This design comes from an exercise in tuning for small area, a short achievable clock period and few clock cycles per item on the open sky130 flow, not from production work.
Function was checked by simulation only, so behaviour that the tests miss may differ from the original.

==> try-harbor <==
==> flow/design.v (excerpt) <==
module triangle_tangent_frame_top (
    input  logic               i_clk,
    input  logic               i_rst_n,
    input  logic               i_in_valid,
    output logic               o_in_stall,
    input  logic [23:0]        i_vertex_id,
    input  logic signed [31:0] i_pos_x,
    input  logic signed [31:0] i_pos_y,
    input  logic signed [31:0] i_pos_z,
    input  logic signed [15:0] i_tex_u,
    input  logic signed [15:0] i_tex_v,
    output logic               o_out_valid,
    input  logic               i_out_stall,
    output logic [23:0]        o_out_vertex_id,
    output logic signed [15:0] o_tangent_x,
    output logic signed [15:0] o_tangent_y,
    output logic signed [15:0] o_tangent_z,
    output logic signed [15:0] o_bitangent_x,
    output logic signed [15:0] o_bitangent_y,
    output logic signed [15:0] o_bitangent_z,
    output logic               o_degenerate,
    output logic               o_last_of_triangle
);
Settings: LEC_CHECK=0, ABC_CLOCK_PERIOD_IN_PS=5000, CAP_MARGIN=20, CORE_MARGIN=2, CORE_UTILIZATION=40, SETUP_SLACK_MARGIN=3.5, SLEW_MARGIN=20; clock period 10.0 ns.
run.sh (not shown) runs the stock make flow with config.mk's settings and CLKGATE_MAP_FILE= SYNTH_SCRIPT=/design/flow/synth_recipe.tcl, a recipe that flattens the netlist after the stock synthesis.
==> try-raven (differences from try-harbor) <==
--- a/flow/design.v
+++ b/flow/design.v
@@ -82,27 +82,25 @@
     logic [2:0] r_t;           
     logic [5:0] r_v;           
     logic       r_par [6];     
     logic       r_sc;          
     logic [1:0] r_cc;          
     logic       r_full;        
     logic       shift;         
-    logic en, e1_free, e2_free, acc_ok, accept, acc2, start, deliver, last_dlv;
-    assign o_out_valid = r_v[5] && (r_t >= 3'd2) && (r_t <= 3'd4);
+    logic en, e1_free, e2_free, acc_ok, accept, acc2, start;
+    assign o_out_valid = r_v[5] && (r_t >= 3'd1) && (r_t <= 3'd3);
     assign en          = !(o_out_valid && i_out_stall);
-    assign e1_free     = !r_full;
+    assign e1_free     = !r_full && !(r_v[0] && r_t < 3'd6);
     assign e2_free     = !r_full && !(r_v[0] && r_t != 3'd7);
     assign acc_ok      = (r_cc == 2'd0) ? !r_full :
                          (r_cc == 2'd1) ? e1_free : e2_free;
     assign o_in_stall  = !acc_ok;
     assign accept      = i_in_valid && acc_ok;
     assign acc2        = accept && (r_cc == 2'd2);
     assign start       = en && (r_t == 3'd7) && (r_full || acc2);
-    assign deliver     = o_out_valid && !i_out_stall;
-    assign last_dlv    = deliver && (r_t == 3'd4);
     assign shift       = en && (r_t == 3'd7);
     always_ff @(posedge i_clk) begin
         if (!i_rst_n) begin
             r_t    <= 3'd7;
             r_v    <= '0;
             r_sc   <= '0;
             r_cc   <= '0;
@@ -137,16 +135,14 @@
         end
     end
     logic signed [31:0] r_p0 [3];
     logic signed [15:0] r_u0, r_v0;
     logic signed [32:0] r_e1 [3];
     logic signed [32:0] r_e2 [3];
     logic signed [16:0] r_du1, r_dv1, r_du2, r_dv2;
-    logic signed [32:0] r_ce1 [3];
-    logic signed [16:0] r_cdu1, r_cdv1;
     always_ff @(posedge i_clk) begin
         if (accept) begin
             r_idin[r_cc] <= i_vertex_id;
             case (r_cc)
                 2'd0: begin
                     r_p0[0] <= i_pos_x;
                     r_p0[1] <= i_pos_y;
@@ -166,91 +162,78 @@
                     r_e2[1] <= 33'(i_pos_y) - 33'(r_p0[1]);
                     r_e2[2] <= 33'(i_pos_z) - 33'(r_p0[2]);
                     r_du2   <= 17'(i_tex_u) - 17'(r_u0);
                     r_dv2   <= 17'(i_tex_v) - 17'(r_v0);
                 end
             endcase
         end
-        if (start) begin
-            for (int c = 0; c < 3; c++) r_ce1[c] <= r_e1[c];
-            r_cdu1 <= r_du1;
-            r_cdv1 <= r_dv1;
-        end
     end
     logic signed [16:0] r_opa1, r_opa2;
     logic signed [32:0] r_opx1, r_opx2;
-    logic signed [49:0] r_prod1, r_prod2, r_acc1, r_acc2;
+    logic signed [49:0] r_prod1, r_prod2;
+    logic signed [32:0] r_ce12;
     logic signed [16:0] mux_a1, mux_a2;
     logic signed [32:0] mux_x1, mux_x2;
     always_comb begin
         logic [1:0] k;
-        k = 2'((r_t - 3'd1) >> 1);
+        logic signed [32:0] e1k;
+        k   = 2'((r_t - 3'd1) >> 1);
+        e1k = (r_t == 3'd6) ? r_ce12 : r_e1[k];
         if (r_t == 3'd0) begin
-            mux_a1 = r_cdu1;  mux_x1 = 33'(r_dv2);
-            mux_a2 = r_du2;   mux_x2 = 33'(r_cdv1);
+            mux_a1 = r_du1;   mux_x1 = 33'(r_dv2);
+            mux_a2 = r_du2;   mux_x2 = 33'(r_dv1);
         end else if (r_t[0]) begin
-            mux_a1 = r_dv2;   mux_x1 = r_ce1[k];
-            mux_a2 = r_cdu1;  mux_x2 = r_e2[k];
+            mux_a1 = r_dv2;   mux_x1 = e1k;
+            mux_a2 = r_dv1;   mux_x2 = r_e2[k];
         end else begin
-            mux_a1 = r_cdv1;  mux_x1 = r_e2[k];
-            mux_a2 = r_du2;   mux_x2 = r_ce1[k];
+            mux_a1 = r_du1;   mux_x1 = r_e2[k];
+            mux_a2 = r_du2;   mux_x2 = e1k;
         end
     end
-    logic signed [50:0] res1, res2;
-    logic [MW-1:0]      mag1, mag2;
-    assign res1 = 51'(r_acc1) - 51'(r_prod1);
-    assign res2 = 51'(r_acc2) - 51'(r_prod2);
-    assign mag1 = res1[50] ? MW'(-res1) : MW'(res1);
-    assign mag2 = res2[50] ? MW'(-res2) : MW'(res2);
-    logic signed [50:0] resd;
-    assign resd = 51'(r_prod1) - 51'(r_prod2);
+    logic signed [50:0] res;
+    logic [MW-1:0]      mag;
+    assign res = 51'(r_prod1) - 51'(r_prod2);
+    assign mag = res[50] ? MW'(-res) : MW'(res);
     logic [MW-1:0] r_mt [3];
     logic [MW-1:0] r_mb [3];
     logic [2:0]    r_st_tmp, r_sb_tmp;
     logic [5:0]    r_dneg, r_dzero;
     always_ff @(posedge i_clk) begin
         if (en) begin
             if (r_v[0] && r_t <= 3'd6) begin
                 r_opa1 <= mux_a1;
                 r_opx1 <= mux_x1;
                 r_opa2 <= mux_a2;
                 r_opx2 <= mux_x2;
             end
+            if (r_v[0] && r_t == 3'd5) r_ce12 <= r_e1[2];
             r_prod1 <= r_opa1 * r_opx1;
             r_prod2 <= r_opa2 * r_opx2;
-            r_acc1  <= r_prod1;
-            r_acc2  <= r_prod2;
             if (r_v[0] && r_t == 3'd2) begin
-                r_dneg[0]  <= resd[50];
-                r_dzero[0] <= (resd == '0);
+                r_dneg[0]  <= res[50];
+                r_dzero[0] <= (res == '0);
             end
             if (r_t == 3'd7) begin
                 r_dneg[5:1]  <= r_dneg[4:0];
                 r_dzero[5:1] <= r_dzero[4:0];
             end
-            if (r_v[0] && r_t == 3'd4) begin
-                r_mt[0] <= mag1; r_st_tmp[0] <= res1[50];
-                r_mb[0] <= mag2; r_sb_tmp[0] <= res2[50];
-            end
-            if (r_v[0] && r_t == 3'd6) begin
-                r_mt[1] <= mag1; r_st_tmp[1] <= res1[50];
-                r_mb[1] <= mag2; r_sb_tmp[1] <= res2[50];
-            end
-            if (r_v[1] && r_t == 3'd0) begin
-                r_mt[2] <= mag1; r_st_tmp[2] <= res1[50];
-                r_mb[2] <= mag2; r_sb_tmp[2] <= res2[50];
-            end
+            if (r_v[0] && r_t == 3'd3) begin r_mt[0] <= mag; r_st_tmp[0] <= res[50]; end
+            if (r_v[0] && r_t == 3'd4) begin r_mb[0] <= mag; r_sb_tmp[0] <= res[50]; end
+            if (r_v[0] && r_t == 3'd5) begin r_mt[1] <= mag; r_st_tmp[1] <= res[50]; end
+            if (r_v[0] && r_t == 3'd6) begin r_mb[1] <= mag; r_sb_tmp[1] <= res[50]; end
+            if (r_v[0] && r_t == 3'd7) begin r_mt[2] <= mag; r_st_tmp[2] <= res[50]; end
+            if (r_v[1] && r_t == 3'd0) begin r_mb[2] <= mag; r_sb_tmp[2] <= res[50]; end
         end
     end
     logic          nrm_b;
     logic [MW-1:0] nm [3];
     logic [MW-1:0] nor_all;
     logic [4:0]    nsh;
     logic [NW-1:0] nn [3];
-    assign nrm_b = (r_t == 3'd2);
+    assign nrm_b = (r_t == 3'd1);
     always_comb begin
         for (int k = 0; k < 3; k++) nm[k] = nrm_b ? r_mb[k] : r_mt[k];
         nor_all = nm[0] | nm[1] | nm[2];
         nsh = '0;
         for (int i = NW; i < MW; i++) if (nor_all[i]) nsh = 5'(i - NW + 1);
         for (int k = 0; k < 3; k++) nn[k] = NW'(nm[k] >> nsh);
     end
@@ -258,20 +241,20 @@
     logic [NW-1:0] r_nb [1:4][3];
     logic [2:0]    r_st [1:4];
     logic [2:0]    r_sb [1:5];
     logic [1:4]    r_zt;
     logic [1:5]    r_zb;
     always_ff @(posedge i_clk) begin
         if (en) begin
-            if (r_v[1] && r_t == 3'd1) begin
+            if (r_v[1] && r_t == 3'd0) begin
                 for (int k = 0; k < 3; k++) r_nt[1][k] <= nn[k];
                 r_st[1] <= r_st_tmp;
                 r_zt[1] <= (nor_all == '0);
             end
-            if (r_v[1] && r_t == 3'd2) begin
+            if (r_v[1] && r_t == 3'd1) begin
                 for (int k = 0; k < 3; k++) r_nb[1][k] <= nn[k];
                 r_sb[1] <= r_sb_tmp;
                 r_zb[1] <= (nor_all == '0);
             end
             if (r_t == 3'd7) begin
                 for (int k = 0; k < 3; k++) begin
                     for (int a = 2; a <= 3; a++) r_nt[a][k] <= r_nt[a-1][k];
@@ -301,68 +284,68 @@
             for (int j = i + 1; j < NW; j++) row[i+j+1] = r_sqop[i] & r_sqop[j];
             sq_full = sq_full + row;
         end
     end
     always_ff @(posedge i_clk) begin
         if (en) begin
             case (r_t)
-                3'd2: r_sqop <= r_nt[1][0];
-                3'd3: r_sqop <= r_nt[1][1];
-                3'd4: r_sqop <= r_nt[1][2];
-                3'd5: r_sqop <= r_nb[1][0];
-                3'd6: r_sqop <= r_nb[1][1];
-                3'd7: r_sqop <= r_nb[1][2];
+                3'd1: r_sqop <= r_nt[1][0];
+                3'd2: r_sqop <= r_nt[1][1];
+                3'd3: r_sqop <= r_nt[1][2];
+                3'd4: r_sqop <= r_nb[1][0];
+                3'd5: r_sqop <= r_nb[1][1];
+                3'd6: r_sqop <= r_nb[1][2];
                 default: ;
             endcase
             r_sq <= sq_full;
-            if (r_t == 3'd4 || r_t == 3'd7) r_s <= (2*NW+2)'(r_sq);
+            if (r_t == 3'd3 || r_t == 3'd6) r_s <= (2*NW+2)'(r_sq);
             else r_s <= r_s + (2*NW+2)'(r_sq);
         end
     end
     logic [31:0] r_rem [4];
     logic [31:0] r_root [4];
     logic [63:0] r_rad [4];
     logic [31:0] o_rem [4];
     logic [31:0] o_root [4];
     logic [63:0] s_fin;
     logic        ld [4];
     logic [30:0] r_lt, r_lb;
     assign s_fin = 64'(r_s + (2*NW+2)'(r_sq));
-    assign ld[0] = r_v[1] && r_t == 3'd6 && !r_par[1];
-    assign ld[1] = r_v[1] && r_t == 3'd6 &&  r_par[1];
-    assign ld[2] = r_v[2] && r_t == 3'd1 && !r_par[2];
-    assign ld[3] = r_v[2] && r_t == 3'd1 &&  r_par[2];
+    assign ld[0] = r_v[1] && r_t == 3'd5 && !r_par[1];
+    assign ld[1] = r_v[1] && r_t == 3'd5 &&  r_par[1];
+    assign ld[2] = r_v[2] && r_t == 3'd0 && !r_par[2];
+    assign ld[3] = r_v[2] && r_t == 3'd0 &&  r_par[2];
     for (genvar u = 0; u < 4; u++) begin : g_sqrt
         ttf_sqrt2 u_sq (.i_rem(r_rem[u]), .i_root(r_root[u]), .i_bits(r_rad[u][63:60]),
                         .o_rem(o_rem[u]), .o_root(o_root[u]));
         always_ff @(posedge i_clk) begin
             if (en) begin
                 r_rem[u]  <= ld[u] ? 32'd0 : o_rem[u];
                 r_root[u] <= ld[u] ? 32'd0 : o_root[u];
                 r_rad[u]  <= ld[u] ? s_fin : {r_rad[u][59:0], 4'd0};
             end
         end
     end
     always_ff @(posedge i_clk) begin
         if (en) begin
-            if (r_v[3] && r_t == 3'd6) r_lt <= r_par[3] ? o_root[1][30:0] : o_root[0][30:0];
-            if (r_v[4] && r_t == 3'd1) r_lb <= r_par[4] ? o_root[3][30:0] : o_root[2][30:0];
+            if (r_v[3] && r_t == 3'd5) r_lt <= r_par[3] ? o_root[1][30:0] : o_root[0][30:0];
+            if (r_v[4] && r_t == 3'd0) r_lb <= r_par[4] ? o_root[3][30:0] : o_root[2][30:0];
         end
     end
     logic [31:0] r_drt [3];
     logic [31:0] r_drb [3];
     logic [15:0] r_dqt [3];
     logic [15:0] r_dqb [3];
     logic [31:0] dot_rem [3];
     logic [31:0] dob_rem [3];
     logic [1:0]  dot_q [3];
     logic [1:0]  dob_q [3];
     logic        dldt, dldb;
-    assign dldt = (r_t == 3'd6);
-    assign dldb = (r_t == 3'd1);
+    assign dldt = (r_t == 3'd5);
+    assign dldb = (r_t == 3'd0);
     for (genvar k = 0; k < 3; k++) begin : g_div
         ttf_div2 u_dt (.i_rem(r_drt[k]), .i_div(r_lt), .o_rem(dot_rem[k]), .o_q(dot_q[k]));
         ttf_div2 u_db (.i_rem(r_drb[k]), .i_div(r_lb), .o_rem(dob_rem[k]), .o_q(dob_q[k]));
         always_ff @(posedge i_clk) begin
             if (en) begin
                 r_drt[k] <= dldt ? 32'(r_nt[3][k]) : dot_rem[k];
                 r_drb[k] <= dldb ? 32'(r_nb[4][k]) : dob_rem[k];
@@ -390,29 +373,29 @@
             q16    = {r_dqb[k][13:0], dob_q[k]};
             qf     = 16'((16'(q16[15:1]) + 16'd1) >> 1);
             qvb[k] = zb ? 16'd0 : ((r_sb[5][k] ^ dnb) ? -qf : qf);
         end
     end
     always_ff @(posedge i_clk) begin
         if (en) begin
-            if (r_v[4] && r_t == 3'd6) begin
+            if (r_v[4] && r_t == 3'd5) begin
                 for (int k = 0; k < 3; k++) r_ot[k] <= qvt[k];
                 r_degt <= zt;
             end
-            if (r_v[5] && r_t == 3'd1) begin
+            if (r_v[5] && r_t == 3'd0) begin
                 for (int k = 0; k < 3; k++) r_ob[k] <= qvb[k];
                 r_odeg <= r_degt | zb;
             end
         end
     end
     logic [1:0] fr;
-    assign fr = 2'(r_t - 3'd2);
+    assign fr = 2'(r_t - 3'd1);
     assign o_out_vertex_id    = r_ida[5][fr];
     assign o_tangent_x        = r_ot[0];
     assign o_tangent_y        = r_ot[1];
     assign o_tangent_z        = r_ot[2];
     assign o_bitangent_x      = r_ob[0];
     assign o_bitangent_y      = r_ob[1];
     assign o_bitangent_z      = r_ob[2];
     assign o_degenerate       = r_odeg;
-    assign o_last_of_triangle = (r_t == 3'd4);
+    assign o_last_of_triangle = (r_t == 3'd3);
 endmodule
- CORE_UTILIZATION: 40 -> 50
- CTS_BUF_LIST: unset -> sky130_fd_sc_hd__clkbuf_8
==> comparison table <==
                                                                                    try-harbor                  try-raven
Vias per inst                                                                             5.47                       5.79
WL/cell                                                                                22.2 um                    23.8 um
Result of the run                                                     timing/DRC/antenna clean   timing/DRC/antenna clean
Initial core utilization                                                                 40.1%                      50.2%
Wire length on met1                                                                     297 mm                     276 mm
CORE AREA                                                                           0.598 mm^2                 0.453 mm^2
Layout cell share with drive strength beyond 1                                           12.8%                      14.1%
Count of non-CTS inverters in the layout                                                 2,142                      2,119
Worst slew pin tran                                                                    1.31 ns                    1.27 ns
TritonCTS Buffers                                                                          386                        575
Multiplexer share of the synthesized area                                                2.51%                      2.66%
Vias in the first global route                                                         172,839                    167,387
Sequential cells                                                                         3,451                      3,251
Library cell contributing the largest single delay on the critical path  sky130_fd_sc_hd__fa_1  sky130_fd_sc_hd__edfxtp_1
First-pass GRT wire length                                                             1060 mm                    1030 mm
Synthesized area per cell                                                            10.5 um^2                  10.6 um^2
Relative area of non-clock buffer cells in the final design                              5.26%                      5.61%
Critical path data required time                                                      10.84 ns                   10.96 ns
Number of instances resized during post-cts repair                                         835                        915
Non-filler instance count after layout                                                  32,191                     29,138
Global placer's final weighted congestion                                                 1.00                      0.969
End point of the most critical hold path                                           r_ce1[0][5]               r_ida[1][10]
Via count                                                                              175,975                    168,769
Testbench counts of try-harbor, summed over its fixed seeds: cycles 2,880, items 320.
Testbench counts of try-raven, summed over its fixed seeds: cycles 2,872, items 320.

## afterwards: timing with drivers on the ports
How much do the figures lean on ideal ports? The routed layouts below were timed once more, with nothing changed but the port constraints.
Step 1, drivers: a clkbuf_16 drives i_clk and a buf_2 each remaining input, both assumed.
Step 2, shift: input delay + t, output delay - t, t = (earliest + latest rising clock arrival at the registers) / 2. This alone moves slack from input paths to output paths.
a / b / c = ideal ports / drivers / drivers and shift; a / b = the first two.
run | t, ns | setup slack, ns | hold slack, ns | worst setup path after step 2 | worst data-port slew with drivers (ns)
try-harbor | 1.117 | 2.925 / 2.925 / 2.899 | 0.366 / 0.366 / 0.366 | input to register | 0.29
try-raven | 1.313 | 2.570 / 2.570 / 2.570 | 0.378 / 0.378 / 0.378 | register to register | 0.19
After both steps every run listed still meets setup and hold. For try-harbor, which loses most, drivers alone change the setup slack by 0.000 ns; drivers and shift together by -0.026 ns.
